This is an optimization exercise on Yosys and OpenROAD, whose aim is small area and few clock cycles per item, not a production implementation. Only simulation tests tie the RTL to the original design; equivalence was not proved. No activity file was given, so power comes from the tool's default toggle rates.

===== design.v =====
package spq_pkg;
    localparam int CAPACITY_DEF  = 16;
    localparam int PRIO_BITS_DEF = 16;
    localparam int VALUE_W = 32;
    localparam int PRIO_W  = 16;
    localparam int COUNT_W = 5;
    localparam int KIND_W  = 2;
    localparam logic [KIND_W-1:0] KIND_ENQ  = 2'd0;
    localparam logic [KIND_W-1:0] KIND_DEQ  = 2'd1;
    localparam logic [KIND_W-1:0] KIND_PEEK = 2'd2;
    typedef enum logic [1:0] {
        ERR_NONE  = 2'd0,
        ERR_FULL  = 2'd1,
        ERR_EMPTY = 2'd2
    } err_t;
    typedef struct packed {
        logic [VALUE_W-1:0] value;
        logic [PRIO_W-1:0]  prio;
    } entry_t;
    typedef struct packed {
        logic   enq;
        logic   deq;
        entry_t fresh;
    } cell_ctl_t;
endpackage
module spq_cell
#(
    parameter int W = spq_pkg::VALUE_W + spq_pkg::PRIO_W
)
(
    input  logic         clk,
    input  logic         sel_hold,
    input  logic         sel_fresh_n,
    input  logic         sel_left,
    input  logic         sel_right,
    input  logic [W-1:0] fresh_n,
    input  logic [W-1:0] left_entry,
    input  logic [W-1:0] right_entry,
    output logic [W-1:0] entry
);
    logic [W-1:0] entry_reg;
    assign entry = entry_reg;
    always_ff @(posedge clk)
    begin
        entry_reg <= ~(~(({W{sel_hold}}  & entry_reg)
                       | ({W{sel_left}}  & left_entry)
                       | ({W{sel_right}} & right_entry))
                       & ({W{sel_fresh_n}} | fresh_n));
    end
endmodule
module stable_priority_queue
#(
    parameter int CAPACITY  = spq_pkg::CAPACITY_DEF,
    parameter int PRIO_BITS = spq_pkg::PRIO_BITS_DEF
)
(
    input  logic                      clk,
    input  logic                      rst_n,
    input  logic                      in_valid,
    output logic                      in_stall,
    input  logic [spq_pkg::KIND_W-1:0]         kind,
    input  logic signed [spq_pkg::VALUE_W-1:0] item_value,
    input  logic [spq_pkg::PRIO_W-1:0]         item_priority,
    output logic                      out_valid,
    input  logic                      out_stall,
    output logic signed [spq_pkg::VALUE_W-1:0] head_value,
    output logic [spq_pkg::PRIO_W-1:0]         head_priority,
    output logic [spq_pkg::COUNT_W-1:0]        entry_count,
    output logic [1:0]                op_error
);
    localparam int CW = $clog2(CAPACITY + 1);
    localparam int ENTRY_W = spq_pkg::VALUE_W + spq_pkg::PRIO_W;
    localparam logic [spq_pkg::PRIO_W-1:0] PRIO_MASK = (PRIO_BITS >= spq_pkg::PRIO_W) ? {spq_pkg::PRIO_W{1'b1}}
        : spq_pkg::PRIO_W'((64'd1 << PRIO_BITS) - 64'd1);
    localparam logic [CW-1:0] FULL_COUNT = CW'(CAPACITY);
    logic [CW-1:0]      count_reg, count_next;
    logic               out_valid_reg;
    spq_pkg::err_t      err_reg, err_next;
    logic               accept, full, empty, is_enq, is_deq, enq, deq;
    spq_pkg::entry_t    fresh;
    logic [CAPACITY-1:0][ENTRY_W-1:0] cell_q;
    logic [CAPACITY-1:0]            cell_keep;
    logic [CAPACITY-1:0]            occupied;
    spq_pkg::entry_t    head_q;
    function automatic logic prio_le(input logic [spq_pkg::PRIO_W-1:0] a,
                                     input logic [spq_pkg::PRIO_W-1:0] b);
        logic [spq_pkg::PRIO_W-1:0] gt, lt;
        int w;
        gt = a & ~b;
        lt = ~a & b;
        for (w = 1; w < spq_pkg::PRIO_W; w = w * 2)
        begin
            for (int i = 0; i + w < spq_pkg::PRIO_W; i += 2 * w)
            begin
                gt[i] = gt[i + w] | (~lt[i + w] & gt[i]);
                lt[i] = lt[i + w] | (~gt[i + w] & lt[i]);
            end
        end
        prio_le = ~gt[0];
    endfunction
    assign in_stall = out_valid_reg && out_stall;
    assign accept   = in_valid && !in_stall;
    assign full     = (count_reg == FULL_COUNT);
    assign empty    = (count_reg == '0);
    assign is_enq   = (kind == spq_pkg::KIND_ENQ);
    assign is_deq   = (kind == spq_pkg::KIND_DEQ);
    assign enq      = accept && is_enq && !full;
    assign deq      = accept && is_deq && !empty;
    assign fresh.value = item_value;
    assign fresh.prio  = item_priority & PRIO_MASK;
    genvar g;
    generate
        for (g = 0; g < CAPACITY; g++)
        begin : g_cell
            logic [ENTRY_W-1:0] left_e, right_e;
            logic               left_k;
            logic               s_hold, s_fresh, s_left, s_right;
            spq_pkg::entry_t    here;
            assign here         = cell_q[g];
            assign occupied[g]  = CW'(g) < count_reg;
            assign cell_keep[g] = occupied[g] && prio_le(here.prio, fresh.prio);
            if (g == 0)
            begin : g_first
                assign left_e = '0;
                assign left_k = 1'b1;
            end
            else
            begin : g_inner
                assign left_e = cell_q[g-1];
                assign left_k = cell_keep[g-1];
            end
            if (g == CAPACITY - 1)
            begin : g_last
                assign right_e = '0;
                assign s_right = 1'b0;
                assign s_hold  = !enq || cell_keep[g];
            end
            else
            begin : g_mid
                assign right_e = cell_q[g+1];
                assign s_right = deq;
                assign s_hold  = enq ? cell_keep[g] : !deq;
            end
            assign s_fresh = enq && !cell_keep[g] && left_k;
            assign s_left  = enq && !left_k;
            spq_cell #(.W(ENTRY_W)) u_cell (
                .clk         (clk),
                .sel_hold    (s_hold),
                .sel_fresh_n (!s_fresh),
                .sel_left    (s_left),
                .sel_right   (s_right),
                .fresh_n     (~fresh),
                .left_entry  (left_e),
                .right_entry (right_e),
                .entry       (cell_q[g])
            );
        end
    endgenerate
    assign head_q = cell_q[0];
    always_comb
    begin
        count_next = count_reg;
        err_next   = spq_pkg::ERR_NONE;
        if (enq)
            count_next = count_reg + CW'(1);
        else if (deq)
            count_next = count_reg - CW'(1);
        if (is_enq && full)
            err_next = spq_pkg::ERR_FULL;
        else if (!is_enq && empty)
            err_next = spq_pkg::ERR_EMPTY;
    end
    always_ff @(posedge clk or negedge rst_n)
    begin
        if (!rst_n)
        begin
            count_reg     <= '0;
            out_valid_reg <= 1'b0;
        end
        else
        begin
            if (accept)
            begin
                count_reg     <= count_next;
                out_valid_reg <= 1'b1;
            end
            else if (!out_stall)
            begin
                out_valid_reg <= 1'b0;
            end
        end
    end
    always_ff @(posedge clk)
    begin
        if (accept)
            err_reg <= err_next;
    end
    assign out_valid     = out_valid_reg;
    assign head_value    = empty ? '0 : head_q.value;
    assign head_priority = empty ? '0 : head_q.prio;
    assign entry_count   = spq_pkg::COUNT_W'(count_reg);
    assign op_error      = err_reg;
endmodule

===== run.sh =====
#!/bin/bash
# synth_recipe.tcl (not shown) runs the flow's synth.tcl, then flattens the netlist and writes it again
# the make line also repeats each setting of config.mk as NAME=value (left out here)
make -C /OpenROAD-flow-scripts/flow DESIGN_CONFIG=/design/flow/config.mk WORK_HOME=/design/flow/orfs CLKGATE_MAP_FILE= SYNTH_SCRIPT=/design/flow/synth_recipe.tcl finish

===== config.mk =====
export PLATFORM = sky130hd
export DESIGN_NAME = stable_priority_queue
export DESIGN_NICKNAME = stable_priority_queue
export VERILOG_FILES = /design/flow/design.v
export SDC_FILE = /design/flow/constraint.sdc
export NUM_CORES = 4
export LEC_CHECK = 0
export CAP_MARGIN = 20
export CORE_MARGIN = 2
export CORE_UTILIZATION = 40
export SLEW_MARGIN = 20

===== constraint.sdc =====
create_clock -name core_clock -period 4.0 [get_ports {clk}]
set_input_delay 0.8000 -clock core_clock [delete_from_list [all_inputs] [get_ports {clk}]]
set_output_delay 0.8000 -clock core_clock [all_outputs]
set_load 0.01 [all_outputs]

==> summary.txt <==
run status=complete, no violations; Peak VDD IR=0.622 mV; WP data arrival=3070 ps; starting density of the core=40.4%; Fin. Hold Viols=0; post-route setup TNS=0 ps; reg-to-reg endpoint=g_cell[3].u_cell.entry_reg[27]$_DFF_P_; wirelength, routed=149,000 µm; CTS buffer count=87; PD cells=827 nW/µm²; H-tree levels=3; clock slew at reported path FFs=60 ps; first-pass GRT wire length=224,000 µm; DIE WIDTH=314 µm; syn avg cell area=8.55 µm²; Num Clock Sinks=776; CTS max path bufs=3; Die Ht=314 µm; Distinct cells, synth=81; largest net degree at the start of global routing=168; Post-Synthesis Cells=4,506; GRT Overall Usage=29.0%; Setup Buffers After CTS=0; CP startpoint kind=flip-flop; Comb pwr share=38.6%; cell taking the most area after synthesis=dfxtp_1; clock network power share=21.6%; Clock Root Buffer=clkbuf_16; Sw Share=39.5%; total gr overflow=0; syn nets=4,563; CP max-delay cell=clkdlybuf4s50_1; DRC viols=0; Iteration-0 DRC Markers=5,848; Worst Setup End Kind=output pin; r2r setup slk=510 ps; Worst setup startpoint=count_reg[1]$_DFFE_PN0P_; cts repair resizes=0; origin of the critical flop-to-flop path=count_reg[1]$_DFFE_PN0P_; top cells by area, synth=dfxtp_1 (40%), a221o_1 (11%), nand2_1 (7.8%); register area share after synthesis=40.4%; HPWL Detailed=100,000 µm; critical path capture point=head_value[16]; slew margin rel.=43.2%; max incr delay on CP=530 ps; pre-CTS setup slack=-325 ps; Synth Warn #=2; synthesized area=38,500 µm²; final core occ=48.1%; worst reg2reg path depth=13; Tcrit/Tclk final=96.9%; share of the synthesized area in the top cell type=39.9%; vias per inst=6.50; Psw=15,000 µW; RePlAce Congestion=0.908; fin nets=4,600; hold slack=435 ps; hold_buf cts=0; drt wl/cell=25.3 µm; WP data required=3200 ps; Largest register FFs=768; initial antenna violation count=2; CTS tree=built; via count=38,200; # rows=113; skew final=28.1 ps; Worst Tran Pin Value=851 ps; Post-synth ARST share=0.773%; HP Class=in -> async; Port-buffer cells=110; count leader, synth=nand2_1; top cells by count, synth=nand2_1 (804), dfxtp_1 (768), a221o_1 (410); worst-path fanout max=51; # setup viols final=0; Inst Count DP=5,719; RSZ-0062 raised after global routing=false; vias in the first global route=35,700; max cap viols=0; Routed Antenna Nets=0; fin crit period=3870 ps; Flop pwr share=39.8%; register bit total from synthesis=776; Internal=23,000 µW; Die ar.=98,900 µm²; Slew Viols, Final=0; ratio of cells with drive above 1 in the final layout=11.7%; core area=95,300 µm²; crit-path cells=inv_1, ha_1, nor4b_2, buf_12, nor2b_1, buf_4, clkdlybuf4s50_1; number of top-level pins=111; drt pass-1 iters=8; final cell count without fillers=5,876; Main synth FF type=dfxtp_1; P&R area growth vs syn=18.9%; Post-synth EDFFs=2; Crit Path Class=reg -> out; maximum clock rate=258 MHz; P_leak=0.0177 µW; Final WS setup=126 ps; Skew-Pair Late Insertion Delay=660 ps
-- cells by family (layout without fill, tap and decap cells) --
family                   count (synthesis)  after routing  synth area share, %
AO/OA/AOI/OAI                         1470           1470                 31.6
XOR/XNOR                                 4              4               0.0909
adder cells (fa/ha/maj)                142            142                 3.77
buffers and inverters                  538            642                 6.07
flip-flops                             776            776                 40.4
other                                    0              1                    0
AND/OR/NAND/NOR                       1576           1576                 18.1
-- layout by cell type, fill, tap and decap left out, types with 28 or more instances in the layout --
master / netlist / final
a21oi_1: 107 / 100
a221o_1: 410 / 410
a222oi_1: 245 / 245
a22o_1: 121 / 121
a22oi_1: 106 / 106
a31oi_1: 28 / 28
and3_1: 38 / 34
buf_12: 0 / 96
buf_4: 16 / 216
clkbuf_16: 0 / 88
clkdlybuf4s50_1: 0 / 110
dfxtp_1: 768 / 768
inv_1: 58 / 57
maj3_1: 120 / 120
nand2_1: 804 / 798
nand2b_1: 98 / 96
nand3_1: 137 / 137
nor2_1: 255 / 238
nor2b_1: 120 / 119
nor3_1: 89 / 88
o211ai_1: 79 / 79
o21ai_0: 176 / 176
o22ai_1: 30 / 30
o31ai_1: 53 / 53
-- worst min path at each step --
stage,to,slack (ps),depth (start not counted)
after floorplan,g_cell[13].u_cell.entry_reg[12]$_DFF_P_,430,2
after global placement,g_cell[13].u_cell.entry_reg[26]$_DFF_P_,440,2
after detailed placement,g_cell[3].u_cell.entry_reg[21]$_DFF_P_,450,2
after CTS,out_valid_reg$_DFFE_PN0P_,430,1
after global routing,count_reg[0]$_DFFE_PN0P_,450,1
final,out_valid_reg$_DFFE_PN0P_,440,1
-- power by group through the flow --
stage | Sequential, µW | Clock (µW) | Combinational [µW]
3_5_place_dp | 15100 | 0 | 14400
2_1_floorplan | 13900 | 0 | 9090
4_1_cts | 15000 | 8250 | 14500
5_1_grt | 15600 | 8570 | 15700
6_report | 15100 | 8180 | 14700
3_3_place_gp | 15000 | 0 | 14200
-- cell type report --
| cell class | instances | area [µm²] |
|---|---|---|
| fillers | 9093 | 49400 |
| multi-input cells | 3192 | 20900 |
| flip-flops and latches | 776 | 15600 |
| repair buffers | 422 | 4640 |
| clock buffers | 133 | 2630 |
| well taps | 1265 | 1580 |
| clock inverters | 23 | 249 |
| inverters | 64 | 240 |
| diodes | 1 | 2.50 |
-- critical path: cells and delay by family (launching register included) --
family | cells | cell delay (ps)
adders and majority gates | 1 | 260
buffers and inverters | 4 | 1310
DFF | 1 | 370
and+or+nand+nor | 2 | 430
-- routing by layer --
| layer | wire length, µm | vias up | GRT usage, % | part of all wire (%) |
|---|---|---|---|---|
| met3 | 13900 | 323 | 4.60 | 9.3 |
| li1 | - | 17300 | - | - |
| met4 | 5360 | 0 | 10.7 | 3.6 |
| met1 | 62800 | 18500 | 39.9 | 42 |
| met2 | 66600 | 2000 | 46.0 | 45 |
| met5 | 0 | - | 0 | 0 |
-- metrics by stage --
step,total power [µW],area (µm²)
after detailed placement,29500,43000
after global routing,39900,45800
after CTS,37700,45800
final,37900,45800
after floorplan,23000,38500
after global placement,29200,42900
Testbench counts, summed over its fixed seeds: cycles 24,008, items 24,000.

[port drivers added, routing unchanged]
How much do the figures lean on ideal ports? The routed layout below was timed once more, with nothing changed but the port constraints.
Step 1 (the two cells are an assumption about what drives the block):
set clk [get_ports {clk}]
set_driving_cell -lib_cell sky130_fd_sc_hd__clkbuf_16 $clk
set_driving_cell -lib_cell sky130_fd_sc_hd__buf_2 [delete_from_list [all_inputs] $clk]
Step 2 also shifts input and output timing later by t, the mid clock arrival at the registers, as if the neighbouring blocks saw the same clock.
Three values: ideal, step 1, step 2; two values: the first two.
shift t [ns]: 0.714
setup slack, ns: 0.126 / 0.056 / -0.327
worst hold slack (ns): 0.435 / 0.389 / 0.451
worst register clock-pin slew, ns: 0.07 / 0.07
worst data-port slew with drivers (ns): 0.05
With both steps, setup timing fails in this run, where it was met with ideal ports. For this run, drivers alone change the setup slack by -0.070 ns; drivers and shift together by -0.453 ns.
